Context: an optimization exercise on an open-source flow, tuned for small area, a short achievable clock period and few clock cycles per item. The choices shown serve that exercise and are no tape-out recipe. RTL that was checked went through simulation tests only; none was proved equivalent to the original. No functional check of the RTL was part of run 2. Power is estimated from default activity; no workload was simulated.

==> config.mk <==
export PLATFORM = sky130hd
export DESIGN_NAME = div_top
export DESIGN_NICKNAME = div_top
export VERILOG_FILES = /design/flow/design.v
export SDC_FILE = /design/flow/constraint.sdc
export NUM_CORES = 4
export LEC_CHECK = 0
export CAP_MARGIN = 20
export CORE_MARGIN = 2
export CORE_UTILIZATION = 40
export CTS_CLUSTER_DIAMETER = 100
export CTS_CLUSTER_SIZE = 28
export SETUP_SLACK_MARGIN = 3.4
export SLEW_MARGIN = 20
==> run.sh <==
#!/bin/bash
# synth_recipe.tcl (not shown) runs the flow's synth.tcl, then flattens the netlist and writes it again
# the make line also repeats each setting of config.mk as NAME=value (left out here)
make -C /OpenROAD-flow-scripts/flow DESIGN_CONFIG=/design/flow/config.mk WORK_HOME=/design/flow/orfs CLKGATE_MAP_FILE= SYNTH_SCRIPT=/design/flow/synth_recipe.tcl finish
==> constraint.sdc <==
create_clock -name core_clock -period 7.0 [get_ports {CLK}]
set_input_delay 1.4000 -clock core_clock [delete_from_list [all_inputs] [get_ports {CLK}]]
set_output_delay 1.4000 -clock core_clock [all_outputs]
set_load 0.01 [all_outputs]
==> design.v <==
`default_nettype none
package div_pkg;
  localparam int xlen = 32;
  typedef enum logic [1:0] {
    OP_DIV  = 2'd0,
    OP_DIVU = 2'd1,
    OP_REM  = 2'd2,
    OP_REMU = 2'd3
  } div_op_e;
endpackage
`default_nettype wire
`timescale 1ns/1ps
`default_nettype none
module div_operand_prep
(
  input  logic        CLK,
  input  logic        RST_N,
  input  logic        in_valid,
  input  logic        in_ready,
  input  logic [31:0] in_a,
  input  logic [31:0] in_b,
  input  logic [1:0]  in_op,
  input  logic        recirc,
  input  logic [31:0] recirc_data,
  output logic        slot_valid,
  output logic        slot_done,
  output logic [31:0] slot_dq,
  output logic [31:0] slot_divisor,
  output logic        slot_neg,
  output logic        slot_take_rem
);
  logic        is_signed;
  logic        a_neg;
  logic        b_neg;
  logic        b_zero;
  logic [31:0] a_mag;
  logic [31:0] b_mag;
  logic        neg_d;
  always_comb begin
    is_signed = !in_op[0];
    a_neg     = is_signed & in_a[31];
    b_neg     = is_signed & in_b[31];
    b_zero    = (in_b == '0);
    a_mag = a_neg ? ('0 - in_a) : in_a;
    b_mag = b_neg ? ('0 - in_b) : in_b;
    neg_d = in_op[1] ? a_neg : ((a_neg ^ b_neg) & !b_zero);
  end
  always_ff @(posedge CLK) begin
    if (!RST_N) begin
      slot_valid <= 1'b0;
    end else begin
      slot_valid <= recirc | (in_valid & in_ready);
    end
  end
  always_ff @(posedge CLK) begin
    slot_done     <= recirc;
    slot_dq       <= a_mag;
    slot_divisor  <= recirc ? recirc_data : b_mag;
    slot_neg      <= neg_d;
    slot_take_rem <= in_op[1];
  end
endmodule
`default_nettype wire
`timescale 1ns/1ps
`default_nettype none
module div_step_stage
#(
  parameter int J0 = 0,
  parameter int K  = 2,
  parameter int SEL = 0,
  parameter int RI = (J0 < 1) ? 1 : J0,
  parameter int RO = (SEL != 0) ? 32 : J0 + K
)
(
  input  logic          CLK,
  input  logic          RST_N,
  input  logic          prev_valid,
  input  logic          prev_done,
  input  logic [RI-1:0] prev_rem,
  input  logic [31:0]   prev_dq,
  input  logic [31:0]   prev_divisor,
  input  logic          prev_neg,
  input  logic          prev_take_rem,
  output logic          next_valid,
  output logic          next_done,
  output logic [RO-1:0] next_rem,
  output logic [31:0]   next_dq,
  output logic [31:0]   next_divisor,
  output logic          next_neg,
  output logic          next_take_rem
);
  logic [31:0] rem [0:K];
  logic [31:0] dq  [0:K];
  assign rem[0] = (J0 == 0) ? 32'd0 : {{(32 - RI){1'b0}}, prev_rem};
  assign dq[0]  = prev_dq;
  for (genvar i = 0; i < K; i++) begin : g_step
    localparam int W = J0 + i + 1;
    logic [W-1:0] t;
    logic [W-1:0] d;
    logic         borrow;
    logic         hi_nz;
    logic         ge;
    if (W == 1) begin : g_t1
      assign t = dq[i][31];
    end else begin : g_tn
      assign t = {rem[i][W-2:0], dq[i][31]};
    end
    if (W < 32) begin : g_hi
      assign hi_nz = |prev_divisor[31:W];
    end else begin : g_nohi
      assign hi_nz = 1'b0;
    end
    assign {borrow, d} = {1'b0, t} - {1'b0, prev_divisor[W-1:0]};
    assign ge = !hi_nz && !borrow;
    if (W < 32) begin : g_rw
      assign rem[i+1] = {{(32 - W){1'b0}}, ge ? d : t};
    end else begin : g_rf
      assign rem[i+1] = ge ? d : t;
    end
    assign dq[i+1] = {dq[i][30:0], ge};
  end
  always_ff @(posedge CLK) begin
    if (!RST_N) begin
      next_valid <= 1'b0;
    end else begin
      next_valid <= prev_valid;
    end
  end
  if (SEL) begin : g_sel
    always_ff @(posedge CLK) begin
      next_rem <= prev_take_rem ? rem[K] : dq[K];
    end
    assign next_dq = '0;
  end else begin : g_nosel
    always_ff @(posedge CLK) begin
      next_rem <= rem[K][RO-1:0];
      next_dq  <= dq[K];
    end
  end
  always_ff @(posedge CLK) begin
    next_done     <= prev_done;
    next_divisor  <= prev_divisor;
    next_neg      <= prev_neg;
    next_take_rem <= prev_take_rem;
  end
endmodule
`default_nettype wire
`timescale 1ns/1ps
`default_nettype none
module div_result_fixup
#(
  parameter int DEPTH = 30,
  parameter int LAPW  = 5
)
(
  input  logic        CLK,
  input  logic        RST_N,
  input  logic        r_ready,
  output logic        in_ready,
  input  logic        prev_valid,
  input  logic        prev_done,
  input  logic [31:0] prev_mag,
  input  logic [31:0] prev_divisor,
  input  logic        prev_neg,
  output logic        recirc,
  output logic [31:0] result,
  output logic        r_valid,
  output logic [31:0] r_data
);
  logic        ring;
  logic [LAPW-1:0] lap;
  logic        prev_head;
  logic        recirc_head;
  logic        space;
  logic        deliver;
  always_comb begin
    if (prev_done) begin
      result = prev_divisor;
    end else begin
      result = prev_neg ? ('0 - prev_mag) : prev_mag;
    end
  end
  assign space       = !r_valid | r_ready;
  assign prev_head   = ring & (lap == '0);
  assign deliver     = prev_valid & space & (!ring | prev_head);
  assign recirc      = prev_valid & !deliver;
  assign recirc_head = recirc & (!ring | prev_head);
  assign in_ready    = !ring & !(prev_valid & !space);
  always_ff @(posedge CLK) begin
    if (recirc_head) begin
      lap <= DEPTH[LAPW-1:0];
    end else if (lap != '0) begin
      lap <= lap - 1'b1;
    end
  end
  always_ff @(posedge CLK) begin
    if (!RST_N) begin
      ring <= 1'b0;
    end else if (recirc_head) begin
      ring <= 1'b1;
    end else if (deliver & prev_head) begin
      ring <= 1'b0;
    end
  end
  always_ff @(posedge CLK) begin
    if (!RST_N) begin
      r_valid <= 1'b0;
    end else if (space) begin
      r_valid <= deliver;
    end
  end
  always_ff @(posedge CLK) begin
    if (deliver) begin
      r_data <= result;
    end
  end
endmodule
`default_nettype wire
`timescale 1ns/1ps
`default_nettype none
module div_top
(
  input  logic        CLK,
  input  logic        RST_N,
  input  logic        in_valid,
  output logic        in_ready,
  input  logic [31:0] in_a,
  input  logic [31:0] in_b,
  input  logic [1:0]  in_op,
  output logic        r_valid,
  input  logic        r_ready,
  output logic [31:0] r_data
);
  logic        recirc;
  logic [31:0] result;
  logic        s0_valid;
  logic        s0_done;
  logic [31:0] s0_dq;
  logic [31:0] s0_divisor;
  logic        s0_neg;
  logic        s0_take_rem;
  logic        s1_valid;
  logic        s1_done;
  logic [1:0] s1_rem;
  logic [31:0] s1_dq;
  logic [31:0] s1_divisor;
  logic        s1_neg;
  logic        s1_take_rem;
  logic        s2_valid;
  logic        s2_done;
  logic [3:0] s2_rem;
  logic [31:0] s2_dq;
  logic [31:0] s2_divisor;
  logic        s2_neg;
  logic        s2_take_rem;
  logic        s3_valid;
  logic        s3_done;
  logic [4:0] s3_rem;
  logic [31:0] s3_dq;
  logic [31:0] s3_divisor;
  logic        s3_neg;
  logic        s3_take_rem;
  logic        s4_valid;
  logic        s4_done;
  logic [5:0] s4_rem;
  logic [31:0] s4_dq;
  logic [31:0] s4_divisor;
  logic        s4_neg;
  logic        s4_take_rem;
  logic        s5_valid;
  logic        s5_done;
  logic [6:0] s5_rem;
  logic [31:0] s5_dq;
  logic [31:0] s5_divisor;
  logic        s5_neg;
  logic        s5_take_rem;
  logic        s6_valid;
  logic        s6_done;
  logic [7:0] s6_rem;
  logic [31:0] s6_dq;
  logic [31:0] s6_divisor;
  logic        s6_neg;
  logic        s6_take_rem;
  logic        s7_valid;
  logic        s7_done;
  logic [8:0] s7_rem;
  logic [31:0] s7_dq;
  logic [31:0] s7_divisor;
  logic        s7_neg;
  logic        s7_take_rem;
  logic        s8_valid;
  logic        s8_done;
  logic [9:0] s8_rem;
  logic [31:0] s8_dq;
  logic [31:0] s8_divisor;
  logic        s8_neg;
  logic        s8_take_rem;
  logic        s9_valid;
  logic        s9_done;
  logic [10:0] s9_rem;
  logic [31:0] s9_dq;
  logic [31:0] s9_divisor;
  logic        s9_neg;
  logic        s9_take_rem;
  logic        s10_valid;
  logic        s10_done;
  logic [11:0] s10_rem;
  logic [31:0] s10_dq;
  logic [31:0] s10_divisor;
  logic        s10_neg;
  logic        s10_take_rem;
  logic        s11_valid;
  logic        s11_done;
  logic [12:0] s11_rem;
  logic [31:0] s11_dq;
  logic [31:0] s11_divisor;
  logic        s11_neg;
  logic        s11_take_rem;
  logic        s12_valid;
  logic        s12_done;
  logic [13:0] s12_rem;
  logic [31:0] s12_dq;
  logic [31:0] s12_divisor;
  logic        s12_neg;
  logic        s12_take_rem;
  logic        s13_valid;
  logic        s13_done;
  logic [14:0] s13_rem;
  logic [31:0] s13_dq;
  logic [31:0] s13_divisor;
  logic        s13_neg;
  logic        s13_take_rem;
  logic        s14_valid;
  logic        s14_done;
  logic [15:0] s14_rem;
  logic [31:0] s14_dq;
  logic [31:0] s14_divisor;
  logic        s14_neg;
  logic        s14_take_rem;
  logic        s15_valid;
  logic        s15_done;
  logic [16:0] s15_rem;
  logic [31:0] s15_dq;
  logic [31:0] s15_divisor;
  logic        s15_neg;
  logic        s15_take_rem;
  logic        s16_valid;
  logic        s16_done;
  logic [17:0] s16_rem;
  logic [31:0] s16_dq;
  logic [31:0] s16_divisor;
  logic        s16_neg;
  logic        s16_take_rem;
  logic        s17_valid;
  logic        s17_done;
  logic [18:0] s17_rem;
  logic [31:0] s17_dq;
  logic [31:0] s17_divisor;
  logic        s17_neg;
  logic        s17_take_rem;
  logic        s18_valid;
  logic        s18_done;
  logic [19:0] s18_rem;
  logic [31:0] s18_dq;
  logic [31:0] s18_divisor;
  logic        s18_neg;
  logic        s18_take_rem;
  logic        s19_valid;
  logic        s19_done;
  logic [20:0] s19_rem;
  logic [31:0] s19_dq;
  logic [31:0] s19_divisor;
  logic        s19_neg;
  logic        s19_take_rem;
  logic        s20_valid;
  logic        s20_done;
  logic [21:0] s20_rem;
  logic [31:0] s20_dq;
  logic [31:0] s20_divisor;
  logic        s20_neg;
  logic        s20_take_rem;
  logic        s21_valid;
  logic        s21_done;
  logic [22:0] s21_rem;
  logic [31:0] s21_dq;
  logic [31:0] s21_divisor;
  logic        s21_neg;
  logic        s21_take_rem;
  logic        s22_valid;
  logic        s22_done;
  logic [23:0] s22_rem;
  logic [31:0] s22_dq;
  logic [31:0] s22_divisor;
  logic        s22_neg;
  logic        s22_take_rem;
  logic        s23_valid;
  logic        s23_done;
  logic [24:0] s23_rem;
  logic [31:0] s23_dq;
  logic [31:0] s23_divisor;
  logic        s23_neg;
  logic        s23_take_rem;
  logic        s24_valid;
  logic        s24_done;
  logic [25:0] s24_rem;
  logic [31:0] s24_dq;
  logic [31:0] s24_divisor;
  logic        s24_neg;
  logic        s24_take_rem;
  logic        s25_valid;
  logic        s25_done;
  logic [26:0] s25_rem;
  logic [31:0] s25_dq;
  logic [31:0] s25_divisor;
  logic        s25_neg;
  logic        s25_take_rem;
  logic        s26_valid;
  logic        s26_done;
  logic [27:0] s26_rem;
  logic [31:0] s26_dq;
  logic [31:0] s26_divisor;
  logic        s26_neg;
  logic        s26_take_rem;
  logic        s27_valid;
  logic        s27_done;
  logic [28:0] s27_rem;
  logic [31:0] s27_dq;
  logic [31:0] s27_divisor;
  logic        s27_neg;
  logic        s27_take_rem;
  logic        s28_valid;
  logic        s28_done;
  logic [29:0] s28_rem;
  logic [31:0] s28_dq;
  logic [31:0] s28_divisor;
  logic        s28_neg;
  logic        s28_take_rem;
  logic        s29_valid;
  logic        s29_done;
  logic [30:0] s29_rem;
  logic [31:0] s29_dq;
  logic [31:0] s29_divisor;
  logic        s29_neg;
  logic        s29_take_rem;
  logic        s30_valid;
  logic        s30_done;
  logic [31:0] s30_rem;
  logic [31:0] s30_dq;
  logic [31:0] s30_divisor;
  logic        s30_neg;
  logic        s30_take_rem;
  div_operand_prep u_operand_prep (
    .CLK           (CLK),
    .RST_N         (RST_N),
    .in_valid      (in_valid),
    .in_ready      (in_ready),
    .in_a          (in_a),
    .in_b          (in_b),
    .in_op         (in_op),
    .recirc        (recirc),
    .recirc_data   (result),
    .slot_valid    (s0_valid),
    .slot_done     (s0_done),
    .slot_dq       (s0_dq),
    .slot_divisor  (s0_divisor),
    .slot_neg      (s0_neg),
    .slot_take_rem (s0_take_rem)
  );
  div_step_stage #(.J0(0), .K(2), .SEL(0)) u_stage0 (
    .CLK           (CLK),
    .RST_N         (RST_N),
    .prev_valid    (s0_valid),
    .prev_done     (s0_done),
    .prev_rem      (1'b0),
    .prev_dq       (s0_dq),
    .prev_divisor  (s0_divisor),
    .prev_neg      (s0_neg),
    .prev_take_rem (s0_take_rem),
    .next_valid    (s1_valid),
    .next_done     (s1_done),
    .next_rem      (s1_rem),
    .next_dq       (s1_dq),
    .next_divisor  (s1_divisor),
    .next_neg      (s1_neg),
    .next_take_rem (s1_take_rem)
  );
  div_step_stage #(.J0(2), .K(2), .SEL(0)) u_stage1 (
    .CLK           (CLK),
    .RST_N         (RST_N),
    .prev_valid    (s1_valid),
    .prev_done     (s1_done),
    .prev_rem      (s1_rem),
    .prev_dq       (s1_dq),
    .prev_divisor  (s1_divisor),
    .prev_neg      (s1_neg),
    .prev_take_rem (s1_take_rem),
    .next_valid    (s2_valid),
    .next_done     (s2_done),
    .next_rem      (s2_rem),
    .next_dq       (s2_dq),
    .next_divisor  (s2_divisor),
    .next_neg      (s2_neg),
    .next_take_rem (s2_take_rem)
  );
  div_step_stage #(.J0(4), .K(1), .SEL(0)) u_stage2 (
    .CLK           (CLK),
    .RST_N         (RST_N),
    .prev_valid    (s2_valid),
    .prev_done     (s2_done),
    .prev_rem      (s2_rem),
    .prev_dq       (s2_dq),
    .prev_divisor  (s2_divisor),
    .prev_neg      (s2_neg),
    .prev_take_rem (s2_take_rem),
    .next_valid    (s3_valid),
    .next_done     (s3_done),
    .next_rem      (s3_rem),
    .next_dq       (s3_dq),
    .next_divisor  (s3_divisor),
    .next_neg      (s3_neg),
    .next_take_rem (s3_take_rem)
  );
  div_step_stage #(.J0(5), .K(1), .SEL(0)) u_stage3 (
    .CLK           (CLK),
    .RST_N         (RST_N),
    .prev_valid    (s3_valid),
    .prev_done     (s3_done),
    .prev_rem      (s3_rem),
    .prev_dq       (s3_dq),
    .prev_divisor  (s3_divisor),
    .prev_neg      (s3_neg),
    .prev_take_rem (s3_take_rem),
    .next_valid    (s4_valid),
    .next_done     (s4_done),
    .next_rem      (s4_rem),
    .next_dq       (s4_dq),
    .next_divisor  (s4_divisor),
    .next_neg      (s4_neg),
    .next_take_rem (s4_take_rem)
  );
  div_step_stage #(.J0(6), .K(1), .SEL(0)) u_stage4 (
    .CLK           (CLK),
    .RST_N         (RST_N),
    .prev_valid    (s4_valid),
    .prev_done     (s4_done),
    .prev_rem      (s4_rem),
    .prev_dq       (s4_dq),
    .prev_divisor  (s4_divisor),
    .prev_neg      (s4_neg),
    .prev_take_rem (s4_take_rem),
    .next_valid    (s5_valid),
    .next_done     (s5_done),
    .next_rem      (s5_rem),
    .next_dq       (s5_dq),
    .next_divisor  (s5_divisor),
    .next_neg      (s5_neg),
    .next_take_rem (s5_take_rem)
  );
  div_step_stage #(.J0(7), .K(1), .SEL(0)) u_stage5 (
    .CLK           (CLK),
    .RST_N         (RST_N),
    .prev_valid    (s5_valid),
    .prev_done     (s5_done),
    .prev_rem      (s5_rem),
    .prev_dq       (s5_dq),
    .prev_divisor  (s5_divisor),
    .prev_neg      (s5_neg),
    .prev_take_rem (s5_take_rem),
    .next_valid    (s6_valid),
    .next_done     (s6_done),
    .next_rem      (s6_rem),
    .next_dq       (s6_dq),
    .next_divisor  (s6_divisor),
    .next_neg      (s6_neg),
    .next_take_rem (s6_take_rem)
  );
  div_step_stage #(.J0(8), .K(1), .SEL(0)) u_stage6 (
    .CLK           (CLK),
    .RST_N         (RST_N),
    .prev_valid    (s6_valid),
    .prev_done     (s6_done),
    .prev_rem      (s6_rem),
    .prev_dq       (s6_dq),
    .prev_divisor  (s6_divisor),
    .prev_neg      (s6_neg),
    .prev_take_rem (s6_take_rem),
    .next_valid    (s7_valid),
    .next_done     (s7_done),
    .next_rem      (s7_rem),
    .next_dq       (s7_dq),
    .next_divisor  (s7_divisor),
    .next_neg      (s7_neg),
    .next_take_rem (s7_take_rem)
  );
  div_step_stage #(.J0(9), .K(1), .SEL(0)) u_stage7 (
    .CLK           (CLK),
    .RST_N         (RST_N),
    .prev_valid    (s7_valid),
    .prev_done     (s7_done),
    .prev_rem      (s7_rem),
    .prev_dq       (s7_dq),
    .prev_divisor  (s7_divisor),
    .prev_neg      (s7_neg),
    .prev_take_rem (s7_take_rem),
    .next_valid    (s8_valid),
    .next_done     (s8_done),
    .next_rem      (s8_rem),
    .next_dq       (s8_dq),
    .next_divisor  (s8_divisor),
    .next_neg      (s8_neg),
    .next_take_rem (s8_take_rem)
  );
  div_step_stage #(.J0(10), .K(1), .SEL(0)) u_stage8 (
    .CLK           (CLK),
    .RST_N         (RST_N),
    .prev_valid    (s8_valid),
    .prev_done     (s8_done),
    .prev_rem      (s8_rem),
    .prev_dq       (s8_dq),
    .prev_divisor  (s8_divisor),
    .prev_neg      (s8_neg),
    .prev_take_rem (s8_take_rem),
    .next_valid    (s9_valid),
    .next_done     (s9_done),
    .next_rem      (s9_rem),
    .next_dq       (s9_dq),
    .next_divisor  (s9_divisor),
    .next_neg      (s9_neg),
    .next_take_rem (s9_take_rem)
  );
  div_step_stage #(.J0(11), .K(1), .SEL(0)) u_stage9 (
    .CLK           (CLK),
    .RST_N         (RST_N),
    .prev_valid    (s9_valid),
    .prev_done     (s9_done),
    .prev_rem      (s9_rem),
    .prev_dq       (s9_dq),
    .prev_divisor  (s9_divisor),
    .prev_neg      (s9_neg),
    .prev_take_rem (s9_take_rem),
    .next_valid    (s10_valid),
    .next_done     (s10_done),
    .next_rem      (s10_rem),
    .next_dq       (s10_dq),
    .next_divisor  (s10_divisor),
    .next_neg      (s10_neg),
    .next_take_rem (s10_take_rem)
  );
  div_step_stage #(.J0(12), .K(1), .SEL(0)) u_stage10 (
    .CLK           (CLK),
    .RST_N         (RST_N),
    .prev_valid    (s10_valid),
    .prev_done     (s10_done),
    .prev_rem      (s10_rem),
    .prev_dq       (s10_dq),
    .prev_divisor  (s10_divisor),
    .prev_neg      (s10_neg),
    .prev_take_rem (s10_take_rem),
    .next_valid    (s11_valid),
    .next_done     (s11_done),
    .next_rem      (s11_rem),
    .next_dq       (s11_dq),
    .next_divisor  (s11_divisor),
    .next_neg      (s11_neg),
    .next_take_rem (s11_take_rem)
  );
  div_step_stage #(.J0(13), .K(1), .SEL(0)) u_stage11 (
    .CLK           (CLK),
    .RST_N         (RST_N),
    .prev_valid    (s11_valid),
    .prev_done     (s11_done),
    .prev_rem      (s11_rem),
    .prev_dq       (s11_dq),
    .prev_divisor  (s11_divisor),
    .prev_neg      (s11_neg),
    .prev_take_rem (s11_take_rem),
    .next_valid    (s12_valid),
    .next_done     (s12_done),
    .next_rem      (s12_rem),
    .next_dq       (s12_dq),
    .next_divisor  (s12_divisor),
    .next_neg      (s12_neg),
    .next_take_rem (s12_take_rem)
  );
  div_step_stage #(.J0(14), .K(1), .SEL(0)) u_stage12 (
    .CLK           (CLK),
    .RST_N         (RST_N),
    .prev_valid    (s12_valid),
    .prev_done     (s12_done),
    .prev_rem      (s12_rem),
    .prev_dq       (s12_dq),
    .prev_divisor  (s12_divisor),
    .prev_neg      (s12_neg),
    .prev_take_rem (s12_take_rem),
    .next_valid    (s13_valid),
    .next_done     (s13_done),
    .next_rem      (s13_rem),
    .next_dq       (s13_dq),
    .next_divisor  (s13_divisor),
    .next_neg      (s13_neg),
    .next_take_rem (s13_take_rem)
  );
  div_step_stage #(.J0(15), .K(1), .SEL(0)) u_stage13 (
    .CLK           (CLK),
    .RST_N         (RST_N),
    .prev_valid    (s13_valid),
    .prev_done     (s13_done),
    .prev_rem      (s13_rem),
    .prev_dq       (s13_dq),
    .prev_divisor  (s13_divisor),
    .prev_neg      (s13_neg),
    .prev_take_rem (s13_take_rem),
    .next_valid    (s14_valid),
    .next_done     (s14_done),
    .next_rem      (s14_rem),
    .next_dq       (s14_dq),
    .next_divisor  (s14_divisor),
    .next_neg      (s14_neg),
    .next_take_rem (s14_take_rem)
  );
  div_step_stage #(.J0(16), .K(1), .SEL(0)) u_stage14 (
    .CLK           (CLK),
    .RST_N         (RST_N),
    .prev_valid    (s14_valid),
    .prev_done     (s14_done),
    .prev_rem      (s14_rem),
    .prev_dq       (s14_dq),
    .prev_divisor  (s14_divisor),
    .prev_neg      (s14_neg),
    .prev_take_rem (s14_take_rem),
    .next_valid    (s15_valid),
    .next_done     (s15_done),
    .next_rem      (s15_rem),
    .next_dq       (s15_dq),
    .next_divisor  (s15_divisor),
    .next_neg      (s15_neg),
    .next_take_rem (s15_take_rem)
  );
  div_step_stage #(.J0(17), .K(1), .SEL(0)) u_stage15 (
    .CLK           (CLK),
    .RST_N         (RST_N),
    .prev_valid    (s15_valid),
    .prev_done     (s15_done),
    .prev_rem      (s15_rem),
    .prev_dq       (s15_dq),
    .prev_divisor  (s15_divisor),
    .prev_neg      (s15_neg),
    .prev_take_rem (s15_take_rem),
    .next_valid    (s16_valid),
    .next_done     (s16_done),
    .next_rem      (s16_rem),
    .next_dq       (s16_dq),
    .next_divisor  (s16_divisor),
    .next_neg      (s16_neg),
    .next_take_rem (s16_take_rem)
  );
  div_step_stage #(.J0(18), .K(1), .SEL(0)) u_stage16 (
    .CLK           (CLK),
    .RST_N         (RST_N),
    .prev_valid    (s16_valid),
    .prev_done     (s16_done),
    .prev_rem      (s16_rem),
    .prev_dq       (s16_dq),
    .prev_divisor  (s16_divisor),
    .prev_neg      (s16_neg),
    .prev_take_rem (s16_take_rem),
    .next_valid    (s17_valid),
    .next_done     (s17_done),
    .next_rem      (s17_rem),
    .next_dq       (s17_dq),
    .next_divisor  (s17_divisor),
    .next_neg      (s17_neg),
    .next_take_rem (s17_take_rem)
  );
  div_step_stage #(.J0(19), .K(1), .SEL(0)) u_stage17 (
    .CLK           (CLK),
    .RST_N         (RST_N),
    .prev_valid    (s17_valid),
    .prev_done     (s17_done),
    .prev_rem      (s17_rem),
    .prev_dq       (s17_dq),
    .prev_divisor  (s17_divisor),
    .prev_neg      (s17_neg),
    .prev_take_rem (s17_take_rem),
    .next_valid    (s18_valid),
    .next_done     (s18_done),
    .next_rem      (s18_rem),
    .next_dq       (s18_dq),
    .next_divisor  (s18_divisor),
    .next_neg      (s18_neg),
    .next_take_rem (s18_take_rem)
  );
  div_step_stage #(.J0(20), .K(1), .SEL(0)) u_stage18 (
    .CLK           (CLK),
    .RST_N         (RST_N),
    .prev_valid    (s18_valid),
    .prev_done     (s18_done),
    .prev_rem      (s18_rem),
    .prev_dq       (s18_dq),
    .prev_divisor  (s18_divisor),
    .prev_neg      (s18_neg),
    .prev_take_rem (s18_take_rem),
    .next_valid    (s19_valid),
    .next_done     (s19_done),
    .next_rem      (s19_rem),
    .next_dq       (s19_dq),
    .next_divisor  (s19_divisor),
    .next_neg      (s19_neg),
    .next_take_rem (s19_take_rem)
  );
  div_step_stage #(.J0(21), .K(1), .SEL(0)) u_stage19 (
    .CLK           (CLK),
    .RST_N         (RST_N),
    .prev_valid    (s19_valid),
    .prev_done     (s19_done),
    .prev_rem      (s19_rem),
    .prev_dq       (s19_dq),
    .prev_divisor  (s19_divisor),
    .prev_neg      (s19_neg),
    .prev_take_rem (s19_take_rem),
    .next_valid    (s20_valid),
    .next_done     (s20_done),
    .next_rem      (s20_rem),
    .next_dq       (s20_dq),
    .next_divisor  (s20_divisor),
    .next_neg      (s20_neg),
    .next_take_rem (s20_take_rem)
  );
  div_step_stage #(.J0(22), .K(1), .SEL(0)) u_stage20 (
    .CLK           (CLK),
    .RST_N         (RST_N),
    .prev_valid    (s20_valid),
    .prev_done     (s20_done),
    .prev_rem      (s20_rem),
    .prev_dq       (s20_dq),
    .prev_divisor  (s20_divisor),
    .prev_neg      (s20_neg),
    .prev_take_rem (s20_take_rem),
    .next_valid    (s21_valid),
    .next_done     (s21_done),
    .next_rem      (s21_rem),
    .next_dq       (s21_dq),
    .next_divisor  (s21_divisor),
    .next_neg      (s21_neg),
    .next_take_rem (s21_take_rem)
  );
  div_step_stage #(.J0(23), .K(1), .SEL(0)) u_stage21 (
    .CLK           (CLK),
    .RST_N         (RST_N),
    .prev_valid    (s21_valid),
    .prev_done     (s21_done),
    .prev_rem      (s21_rem),
    .prev_dq       (s21_dq),
    .prev_divisor  (s21_divisor),
    .prev_neg      (s21_neg),
    .prev_take_rem (s21_take_rem),
    .next_valid    (s22_valid),
    .next_done     (s22_done),
    .next_rem      (s22_rem),
    .next_dq       (s22_dq),
    .next_divisor  (s22_divisor),
    .next_neg      (s22_neg),
    .next_take_rem (s22_take_rem)
  );
  div_step_stage #(.J0(24), .K(1), .SEL(0)) u_stage22 (
    .CLK           (CLK),
    .RST_N         (RST_N),
    .prev_valid    (s22_valid),
    .prev_done     (s22_done),
    .prev_rem      (s22_rem),
    .prev_dq       (s22_dq),
    .prev_divisor  (s22_divisor),
    .prev_neg      (s22_neg),
    .prev_take_rem (s22_take_rem),
    .next_valid    (s23_valid),
    .next_done     (s23_done),
    .next_rem      (s23_rem),
    .next_dq       (s23_dq),
    .next_divisor  (s23_divisor),
    .next_neg      (s23_neg),
    .next_take_rem (s23_take_rem)
  );
  div_step_stage #(.J0(25), .K(1), .SEL(0)) u_stage23 (
    .CLK           (CLK),
    .RST_N         (RST_N),
    .prev_valid    (s23_valid),
    .prev_done     (s23_done),
    .prev_rem      (s23_rem),
    .prev_dq       (s23_dq),
    .prev_divisor  (s23_divisor),
    .prev_neg      (s23_neg),
    .prev_take_rem (s23_take_rem),
    .next_valid    (s24_valid),
    .next_done     (s24_done),
    .next_rem      (s24_rem),
    .next_dq       (s24_dq),
    .next_divisor  (s24_divisor),
    .next_neg      (s24_neg),
    .next_take_rem (s24_take_rem)
  );
  div_step_stage #(.J0(26), .K(1), .SEL(0)) u_stage24 (
    .CLK           (CLK),
    .RST_N         (RST_N),
    .prev_valid    (s24_valid),
    .prev_done     (s24_done),
    .prev_rem      (s24_rem),
    .prev_dq       (s24_dq),
    .prev_divisor  (s24_divisor),
    .prev_neg      (s24_neg),
    .prev_take_rem (s24_take_rem),
    .next_valid    (s25_valid),
    .next_done     (s25_done),
    .next_rem      (s25_rem),
    .next_dq       (s25_dq),
    .next_divisor  (s25_divisor),
    .next_neg      (s25_neg),
    .next_take_rem (s25_take_rem)
  );
  div_step_stage #(.J0(27), .K(1), .SEL(0)) u_stage25 (
    .CLK           (CLK),
    .RST_N         (RST_N),
    .prev_valid    (s25_valid),
    .prev_done     (s25_done),
    .prev_rem      (s25_rem),
    .prev_dq       (s25_dq),
    .prev_divisor  (s25_divisor),
    .prev_neg      (s25_neg),
    .prev_take_rem (s25_take_rem),
    .next_valid    (s26_valid),
    .next_done     (s26_done),
    .next_rem      (s26_rem),
    .next_dq       (s26_dq),
    .next_divisor  (s26_divisor),
    .next_neg      (s26_neg),
    .next_take_rem (s26_take_rem)
  );
  div_step_stage #(.J0(28), .K(1), .SEL(0)) u_stage26 (
    .CLK           (CLK),
    .RST_N         (RST_N),
    .prev_valid    (s26_valid),
    .prev_done     (s26_done),
    .prev_rem      (s26_rem),
    .prev_dq       (s26_dq),
    .prev_divisor  (s26_divisor),
    .prev_neg      (s26_neg),
    .prev_take_rem (s26_take_rem),
    .next_valid    (s27_valid),
    .next_done     (s27_done),
    .next_rem      (s27_rem),
    .next_dq       (s27_dq),
    .next_divisor  (s27_divisor),
    .next_neg      (s27_neg),
    .next_take_rem (s27_take_rem)
  );
  div_step_stage #(.J0(29), .K(1), .SEL(0)) u_stage27 (
    .CLK           (CLK),
    .RST_N         (RST_N),
    .prev_valid    (s27_valid),
    .prev_done     (s27_done),
    .prev_rem      (s27_rem),
    .prev_dq       (s27_dq),
    .prev_divisor  (s27_divisor),
    .prev_neg      (s27_neg),
    .prev_take_rem (s27_take_rem),
    .next_valid    (s28_valid),
    .next_done     (s28_done),
    .next_rem      (s28_rem),
    .next_dq       (s28_dq),
    .next_divisor  (s28_divisor),
    .next_neg      (s28_neg),
    .next_take_rem (s28_take_rem)
  );
  div_step_stage #(.J0(30), .K(1), .SEL(0)) u_stage28 (
    .CLK           (CLK),
    .RST_N         (RST_N),
    .prev_valid    (s28_valid),
    .prev_done     (s28_done),
    .prev_rem      (s28_rem),
    .prev_dq       (s28_dq),
    .prev_divisor  (s28_divisor),
    .prev_neg      (s28_neg),
    .prev_take_rem (s28_take_rem),
    .next_valid    (s29_valid),
    .next_done     (s29_done),
    .next_rem      (s29_rem),
    .next_dq       (s29_dq),
    .next_divisor  (s29_divisor),
    .next_neg      (s29_neg),
    .next_take_rem (s29_take_rem)
  );
  div_step_stage #(.J0(31), .K(1), .SEL(1)) u_stage29 (
    .CLK           (CLK),
    .RST_N         (RST_N),
    .prev_valid    (s29_valid),
    .prev_done     (s29_done),
    .prev_rem      (s29_rem),
    .prev_dq       (s29_dq),
    .prev_divisor  (s29_divisor),
    .prev_neg      (s29_neg),
    .prev_take_rem (s29_take_rem),
    .next_valid    (s30_valid),
    .next_done     (s30_done),
    .next_rem      (s30_rem),
    .next_dq       (s30_dq),
    .next_divisor  (s30_divisor),
    .next_neg      (s30_neg),
    .next_take_rem (s30_take_rem)
  );
  div_result_fixup #(.DEPTH(30), .LAPW(5)) u_result_fixup (
    .CLK           (CLK),
    .RST_N         (RST_N),
    .r_ready       (r_ready),
    .in_ready      (in_ready),
    .prev_valid    (s30_valid),
    .prev_done     (s30_done),
    .prev_mag      (s30_rem),
    .prev_divisor  (s30_divisor),
    .prev_neg      (s30_neg),
    .recirc        (recirc),
    .result        (result),
    .r_valid       (r_valid),
    .r_data        (r_data)
  );
endmodule
`default_nettype wire
==> impl_metrics.toml, run 1 <==
[route]
first_pass_iters = 7
detail_route.drc_violations = 0
drt-total-wl_mm = 173
drtIter0Drc = 2987
post_drt_via_cell_ratio = 4.79
ant_nets_after_route = 0
drt-wirelength-per-cell_um = 15.6
overall_via_count_from_detail_route = 53157

[grt]
largest_net_degree_at_the_start_of_global_routing = 63
grt-ovfl-total = 0
grt_use_total = 0.150
grt_pass1_wl_mm = 275
number_of_global_route_vias_before_repair = 51965
antenna_found_initial = 7

[placed_design]
routability_congestion_estimate_from_global_placement = 0.892
dp.final_hpwl_mm = 130
place.port_buffers = 103
postPlaceCellArea_um2 = 93100
dp_cells = 10918

[critical_path]
worst_setup_path_start_kind = "flip-flop"
crit_path_frequent_cell = "sky130_fd_sc_hd__or3_1"
r2r_start = "u_stage29.next_rem[3]"
worstRegToRegCells = 10
worst_path_max_delay_cell = "sky130_fd_sc_hd__o21ai_1"
crit_start = "u_stage29.next_rem[3]"
critical_path_class = "flip-flop to flip-flop"
cp_cell_sequence = "nor2_2 -> nand3_1 -> or4_1 -> or3_1 -> or3_1 -> o21ai_0 -> xor2_1 -> o21ai_1 -> nor2_1 -> a21oi_1"
cpPeakStageDelay_ns = 0.81
worst-path-max-fanout = 5
end_kind = "flip-flop"
crit_required_ns = 7.69
worst-endpoint-arrival_ns = 4.28

[clocking]
ctsLongestPathBuffers = 3
cts.htree.levels = 3
tritoncts_buffer_count = 104
cts.root.buffer_cell = "sky130_fd_sc_hd__clkbuf_16"
cts_tree = "yes"
clkSinkCount = 2638
cts_hold_repair_buffers = 0
worst_setup_hold_path_clk_slew_ns = 0.11
clock_insertion_delay_worst_skew_ns = 0.79

[synthesis]
synth-edff-count = 32
synthArstFlopShare = 0
postSynthCellCount = 7960
yosys.cell_types.count = 106
synth.avg_cell_area_um2 = 11.1
ys_ff_latch = 2638
ys_seq_area_frac = 0.599
synth.cell_area_um2 = 88700
synthesis.nets = 8592
synth_top_flop_cell = "sky130_fd_sc_hd__dfxtp_1"
synth_warnings = 92

[finish]
fin_nets = 8745
instances_no_fill = 11089
nFillCells = 20374
synthToLayoutAreaGrowth_pct = 9.35
layout-drive-gt1-share = 0.0692
final_design_area_no_fill_um2 = 97000

[die]
floorplan.rows = 172
die_h_um = 475
pin_count = 104
die_area_um2 = 225000
core_outline_area_um2 = 220000
start_util = 0.403
die_w_um = 475

[job]
drv_cap = 0

[sta]
report.final.hold_viol_count = 0
max_clock_freq_mhz = 278
max_slew_headroom = 0.123
min_period_over_period = 0.513
timing.final.setup_violations = 0
clock-skew-final_ns = 0.0389
slew_violations = 0
rsz0062_at_grt = "true"
totalNegativeSetupSlack_ns = 0
post-route-min-period_ns = 3.59
timing_worst_slew_pin_value_ns = 1.31
hold_slack_ns = 0.315

[run_status]
outcome = "finished clean"

[hold_path]
worst_hold_startpoint = "u_stage27.next_dq[16]"
min_path_type = "flip-flop to flip-flop"
hold-path-cell-count = 0

[power]
power.leakage_uw = 0.0424
irDropWorstVdd_uv = 216
power_density_over_cell_area_nw_per_um2 = 331
final timing paths:
check,end,slack [ns]
worst max-delay path,u_operand_prep.slot_divisor[27],3.41
worst min-delay path,u_stage28.next_dq[17],0.32
worst max register to register,u_operand_prep.slot_divisor[27],3.41
worst min register to register,u_stage28.next_dq[17],0.32
power by group:
group | internal [uW] | leakage (uW) | switching (uW)
clock network | 2810 | 0.00140 | 4330
logic | 3340 | 0.0189 | 4160
registers | 16500 | 0.0221 | 978
per-layer routing:
metal / global-route usage / wire [um] / up-vias
met1: 0.198 / 81200 / 24887
met5: 0 / 0 / -
met2: 0.258 / 81900 / 838
li1: - / - / 27197
met3: 0.0167 / 5700 / 235
met4: 0.0396 / 4290 / 0
logic make-up after synthesis:
kind of cell	count (synthesis)	synth area share
AND/OR/NAND/NOR	1612	0.0877
AO/OA/AOI/OAI	1571	0.113
buffers and inverters	822	0.0362
multiplexers	289	0.0362
XOR/XNOR	466	0.0460
flip-flops	2638	0.599
adder cells (fa/ha/maj)	562	0.0819
timing repair:
action                     CTS  global route
pin swaps                    5            21
gates cloned                 4             5
buffers inserted            10            28
setup endpoints to repair  282           325
gates resized for setup     40            82
critical path: cells and delay by family, from the launching register on:
kind / cells / cell delay, ns
compound gates: 3 / 1.23
xor+xnor: 1 / 0.10
flops: 1 / 0.36
simple gates: 6 / 1.79
through the flow:
step / setup WS, ns / utilization / total power [uW]
finish: 3.41 / 0.441 / 32100
global route: 3.38 / 0.441 / 33900
CTS: 3.15 / 0.438 / 32300
detailed placement: 2.51 / 0.423 / 25000
global placement: 2.51 / 0.423 / 24800
floorplan: 3.41 / - / 23000
Yosys cell counts, drive strengths merged, types with 9 or more instances:
cell,n,area share
a31oi,41,0.0029
dfxtp,2606,0.59
or2,19,0.0013
and3,37,0.0026
buf,46,0.0034
or3,47,0.0034
nand2b,85,0.0060
nor4,110,0.0078
a21oi,393,0.022
nor3,90,0.0052
a211oi,34,0.0029
o211ai,30,0.0027
xnor2,262,0.026
o31ai,60,0.0057
a21o,180,0.015
a2111oi,9,0.0012
o41ai,22,0.0026
ha,531,0.075
o31a,10,0.0011
inv,698,0.030
or4,27,0.0023
o21ai,503,0.029
xor2,204,0.020
nor2b,91,0.0064
nand4,45,0.0032
a21boi,49,0.0042
o21bai,35,0.0030
fa,31,0.0070
nor2,381,0.016
o2111ai,16,0.0017
clkbuf,78,0.0033
nand2,511,0.022
and2,55,0.0039
mux2,231,0.030
a31o,16,0.0017
mux2i,58,0.0065
nand3,80,0.0045
o21a,84,0.0071
edfxtp,32,0.011
a211o,12,0.0012
cell usage in the layout, fill, tap and decap left out, drive strengths merged, types with 22 or more instances in the layout:
cell and n:
a211oi 34, a21boi 49, a21o 180, a21oi 393
a31oi 42, and2 55, and3 37, buf 62
clkbuf 114, clkdlybuf4s50 101, dfxtp 2606, edfxtp 32
fa 31, ha 531, inv 700, mux2 231
mux2i 58, nand2 511, nand2b 85, nand3 80
nand4 45, nor2 381, nor2b 92, nor3 90
nor4 110, o211ai 30, o21a 84, o21ai 504
o21bai 35, o31ai 61, o41ai 22, or3 47
or4 28, xnor2 262, xor2 204
area by class of cell:
class / instances / area [um^2] / area share
timing repair buffer: 166 / 1730 / 0.0178
sequential: 2638 / 53100 / 0.548
clock buffer: 112 / 2680 / 0.0277
tap: 2958 / 3700 / 0.0382
multi-input combinational: 4505 / 32900 / 0.339
antenna: 4 / 10.0 / 0.000103
clock inverter: 8 / 181 / 0.00187
inverter: 698 / 2620 / 0.0270
Testbench counts, summed over its fixed seeds: cycles 9,856, items 9,600.
==> run 2, diff against run 1 <==
--- a/design.v
+++ b/design.v
@@ -98,5 +98,4 @@
     logic [W-1:0] t;
     logic [W-1:0] d;
-    logic         borrow;
     logic         hi_nz;
     logic         ge;
@@ -111,6 +110,6 @@
       assign hi_nz = 1'b0;
     end
-    assign {borrow, d} = {1'b0, t} - {1'b0, prev_divisor[W-1:0]};
-    assign ge = !hi_nz && !borrow;
+    assign d  = t - prev_divisor[W-1:0];
+    assign ge = !hi_nz && (t >= prev_divisor[W-1:0]);
     if (W < 32) begin : g_rw
       assign rem[i+1] = {{(32 - W){1'b0}}, ge ? d : t};
--- a/config.mk
+++ b/config.mk
@@ -10,5 +10,5 @@
 export CORE_UTILIZATION = 40
 export CTS_CLUSTER_DIAMETER = 100
-export CTS_CLUSTER_SIZE = 28
+export CTS_CLUSTER_SIZE = 32
 export SETUP_SLACK_MARGIN = 3.4
 export SLEW_MARGIN = 20
==> impl_metrics.toml, run 2 <==
[clocking]
tritoncts_buffer_count = 94
cts.root.buffer_cell = "sky130_fd_sc_hd__clkbuf_16"
cts_tree = "yes"
clock_insertion_delay_worst_skew_ns = 0.77
clkSinkCount = 2638
worst_setup_hold_path_clk_slew_ns = 0.12
ctsLongestPathBuffers = 3
cts.htree.levels = 3

[synthesis]
synthArstFlopShare = 0
postSynthCellCount = 7979
yosys.area.top_type = "sky130_fd_sc_hd__dfxtp_1"
yosys.cell_types.count = 91
ys_ff_latch = 2638
synthDominantCellAreaShare = 0.589
synth_warnings = 92
synth.avg_cell_area_um2 = 11.1
synth.cell_area_um2 = 88600
synth_area_leaders = "sky130_fd_sc_hd__dfxtp_1, sky130_fd_sc_hd__ha_1, sky130_fd_sc_hd__inv_1"
synthesis.nets = 8613
synth_top_flop_cell = "sky130_fd_sc_hd__dfxtp_1"
ys_top_cells_by_count = "sky130_fd_sc_hd__dfxtp_1, sky130_fd_sc_hd__inv_1, sky130_fd_sc_hd__ha_1, sky130_fd_sc_hd__o21ai_0, sky130_fd_sc_hd__nand2_1"
synth-edff-count = 32
synth.most_common_cell = "sky130_fd_sc_hd__dfxtp_1"
ys_seq_area_frac = 0.600

[power]
internal_power_uw = 22500
clkPwrFrac = 0.216
power_density_over_cell_area_nw_per_um2 = 330
share_comb_of_total_power = 0.236
power.net_switching_uw = 9510
power.leakage_uw = 0.0424
swShare = 0.297
irDropWorstVdd_uv = 210
seqPwrFrac = 0.548

[run_status]
failed_layout_checks = "capacitance limit, slew limit"
outcome = "failed layout checks"

[critical_path]
worstRegToRegCells = 15
crit_start = "u_stage26.next_dq[31]"
critical_path_class = "flip-flop to flip-flop"
crit_buf_inv = 3
worst_setup_path_start_kind = "flip-flop"
worst-path-max-fanout = 15
cpPeakStageDelay_ns = 0.42
crit_required_ns = 7.63
cp_num_cells = 15
r2r_start = "u_stage26.next_dq[31]"
timing.reg2reg.setup_slack_ns = 3.47
worst_path_dominant_cell_family = "compound AO/OA/AOI/OAI gates"
worst-endpoint-arrival_ns = 4.16
cp_cell_sequence = "inv_1 -> ha_1 -> fa_1 -> nand2b_1 -> a21oi_2 -> o21ai_2 -> a21oi_2 -> o31a_1 -> o311a_1 -> a211oi_2 -> o21ai_2 -> a21oi_4 -> buf_12 -> bufbuf_16 -> o41ai_2"
worst_path_max_delay_cell = "sky130_fd_sc_hd__o41ai_2"
crit_end = "u_stage27.next_rem[16]"
end_kind = "flip-flop"
regToRegEndpoint = "u_stage27.next_rem[16]"

[sta]
max_clock_freq_mhz = 283
post-route-min-period_ns = 3.53
report.final.hold_viol_count = 0
timing_worst_slew_pin_value_ns = 1.60
rsz0062_at_grt = "true"
totalNegativeSetupSlack_ns = 0
max_slew_headroom = -0.0969
timing.final.setup_violations = 0
min_period_over_period = 0.505
clock-skew-final_ns = 0.0251
slew_violations = 3

[grt]
grt_use_total = 0.154
number_of_global_route_vias_before_repair = 52094
grt-ovfl-total = 0
largest_net_degree_at_the_start_of_global_routing = 65
antenna_found_initial = 2
grt_pass1_wl_mm = 281

[route]
overall_via_count_from_detail_route = 53368
drt-total-wl_mm = 179
post_drt_via_cell_ratio = 4.81
drt-wirelength-per-cell_um = 16.2
detail_route.drc_violations = 0
drtIter0Drc = 3020
first_pass_iters = 7
ant_nets_after_route = 0

[placed_design]
place.port_buffers = 103
routability_congestion_estimate_from_global_placement = 0.894
dp.final_hpwl_mm = 134
postPlaceCellArea_um2 = 93100

[die]
start_util = 0.403
core_outline_area_um2 = 220000
die_w_um = 475
pin_count = 104
floorplan.rows = 172
die_area_um2 = 225000
die_h_um = 475

[finish]
mostFrequentLayoutCell = "sky130_fd_sc_hd__dfxtp_1"
nFillCells = 20449
mostFrequentLayoutCells = "sky130_fd_sc_hd__dfxtp_1, sky130_fd_sc_hd__inv_1, sky130_fd_sc_hd__ha_1"
synthToLayoutAreaGrowth_pct = 9.42
fin_nets = 8751
layout-drive-gt1-share = 0.0710
final_design_area_no_fill_um2 = 96900

[job]
drv_cap = 1

[hold_path]
min_path_type = "flip-flop to flip-flop"
run 2: cells by family after synthesis:
| group | count (synthesis) | share of synthesized area |
|---|---|---|
| compound gates | 1591 | 0.111 |
| xor+xnor | 499 | 0.0493 |
| fa+ha+maj | 564 | 0.0823 |
| buf+inv | 838 | 0.0360 |
| flops | 2638 | 0.600 |
| mux | 285 | 0.0356 |
| simple gates | 1564 | 0.0861 |
run 2: how the worst min path moves through the flow:
stage	from	end	slack, ns	depth (start not counted)
floorplan	u_operand_prep.slot_done	u_stage0.next_done	0.31	0
global placement	u_stage0.next_dq[16]	u_stage1.next_dq[18]	0.31	0
detailed placement	u_stage22.next_dq[0]	u_stage23.next_dq[1]	0.31	0
CTS	u_stage27.next_dq[3]	u_stage28.next_dq[4]	0.33	0
global route	u_stage11.next_dq[12]	u_stage12.next_dq[13]	0.33	0
finish	u_stage14.next_dq[17]	u_stage15.next_dq[18]	0.33	0
run 2: worst reg2reg max path: stages (launching register included):
cell	delay, ns
sky130_fd_sc_hd__dfxtp_1	0.35
sky130_fd_sc_hd__inv_1	0.04
sky130_fd_sc_hd__ha_1	0.22
sky130_fd_sc_hd__fa_1	0.41
sky130_fd_sc_hd__nand2b_1	0.21
sky130_fd_sc_hd__a21oi_2	0.22
sky130_fd_sc_hd__o21ai_2	0.09
sky130_fd_sc_hd__a21oi_2	0.23
sky130_fd_sc_hd__o31a_1	0.19
sky130_fd_sc_hd__o311a_1	0.20
sky130_fd_sc_hd__a211oi_2	0.07
sky130_fd_sc_hd__o21ai_2	0.22
sky130_fd_sc_hd__a21oi_4	0.09
sky130_fd_sc_hd__buf_12	0.14
sky130_fd_sc_hd__bufbuf_16	0.28
sky130_fd_sc_hd__o41ai_2	0.42
run 2: what timing repair did:
item / CTS / global route
setup endpoints to repair: 238 / 330
buffers inserted: 16 / 17
pin swaps: 13 / 23
gates cloned: 5 / 7
gates resized for setup: 58 / 93
hold buffers: 0 / 0
run 2: metal layers:
metal,wire length [um],share of wire,track usage
met1,85700,0.48,0.208
met2,83800,0.47,0.262
met3,5050,0.028,0.0174
met4,4940,0.028,0.0409
met5,0,0,0
run 2: power groups by stage:
stage	Sequential, uW	Combinational (uW)	Clock [uW]
2_1_floorplan	17300	5680	0
3_3_place_gp	17900	7020	0
3_5_place_dp	17900	7160	0
4_1_cts	17600	7380	7210
5_1_grt	17700	8430	7720
6_report	17500	7550	6930
run 2: final cells by class:
type	instances	area, um^2	share of cell area
Antenna cell	3	7.51	0.0000774
Clock inverter	16	221	0.00228
Multi-Input combinational cell	4508	32900	0.340
Clock buffer	102	2450	0.0253
Tap cell	2958	3700	0.0382
Sequential cell	2638	53200	0.548
Inverter	707	2660	0.0274
Timing Repair Buffer	168	1810	0.0187
run 2: metrics by stage:
| step | worst slack, ns | hold slack, ns | total power, uW | util | cells |
|---|---|---|---|---|---|
| final | 3.47 | 0.328 | 32000 | 0.441 | 11100 |
| after floorplan | 3.61 | 0.310 | 23000 | - | 7979 |
| after detailed placement | 2.32 | 0.312 | 25000 | 0.423 | 10934 |
| after CTS | 3.15 | 0.330 | 32100 | 0.438 | 11073 |
| after global routing | 3.31 | 0.332 | 33800 | 0.441 | 11098 |
| after global placement | 1.76 | 0.309 | 24900 | 0.423 | 10933 |

port drivers added, routing unchanged:
The flow's constraints put no driver on any port. The routed layouts listed below were extracted and timed again, unchanged, in two steps.
Step 1 (the two cells are an assumption about what drives the block):
set clk [get_ports {CLK}]
set_driving_cell -lib_cell sky130_fd_sc_hd__clkbuf_16 $clk
set_driving_cell -lib_cell sky130_fd_sc_hd__buf_2 [delete_from_list [all_inputs] $clk]
Step 2 moves the port delays by t, midway between the first and last clock arrival at a register: inputs arrive t later, outputs are due t later. That takes back most of the time a late clock gives input paths.
a / b / c = no drivers / after step 1 / after step 2; a / b = the first two.
| run | t, ns | slack for setup (ns) | worst slew at a driven data input, ns |
|---|---|---|---|
| run 1 | 0.854 | 3.408 / 3.408 / 2.731 | 0.09 |
| run 2 | 0.833 | 3.467 / 3.467 / 2.759 | 0.07 |
The setup slack of run 2, which loses most, moves by 0.000 ns with the drivers and by -0.708 ns with both steps.
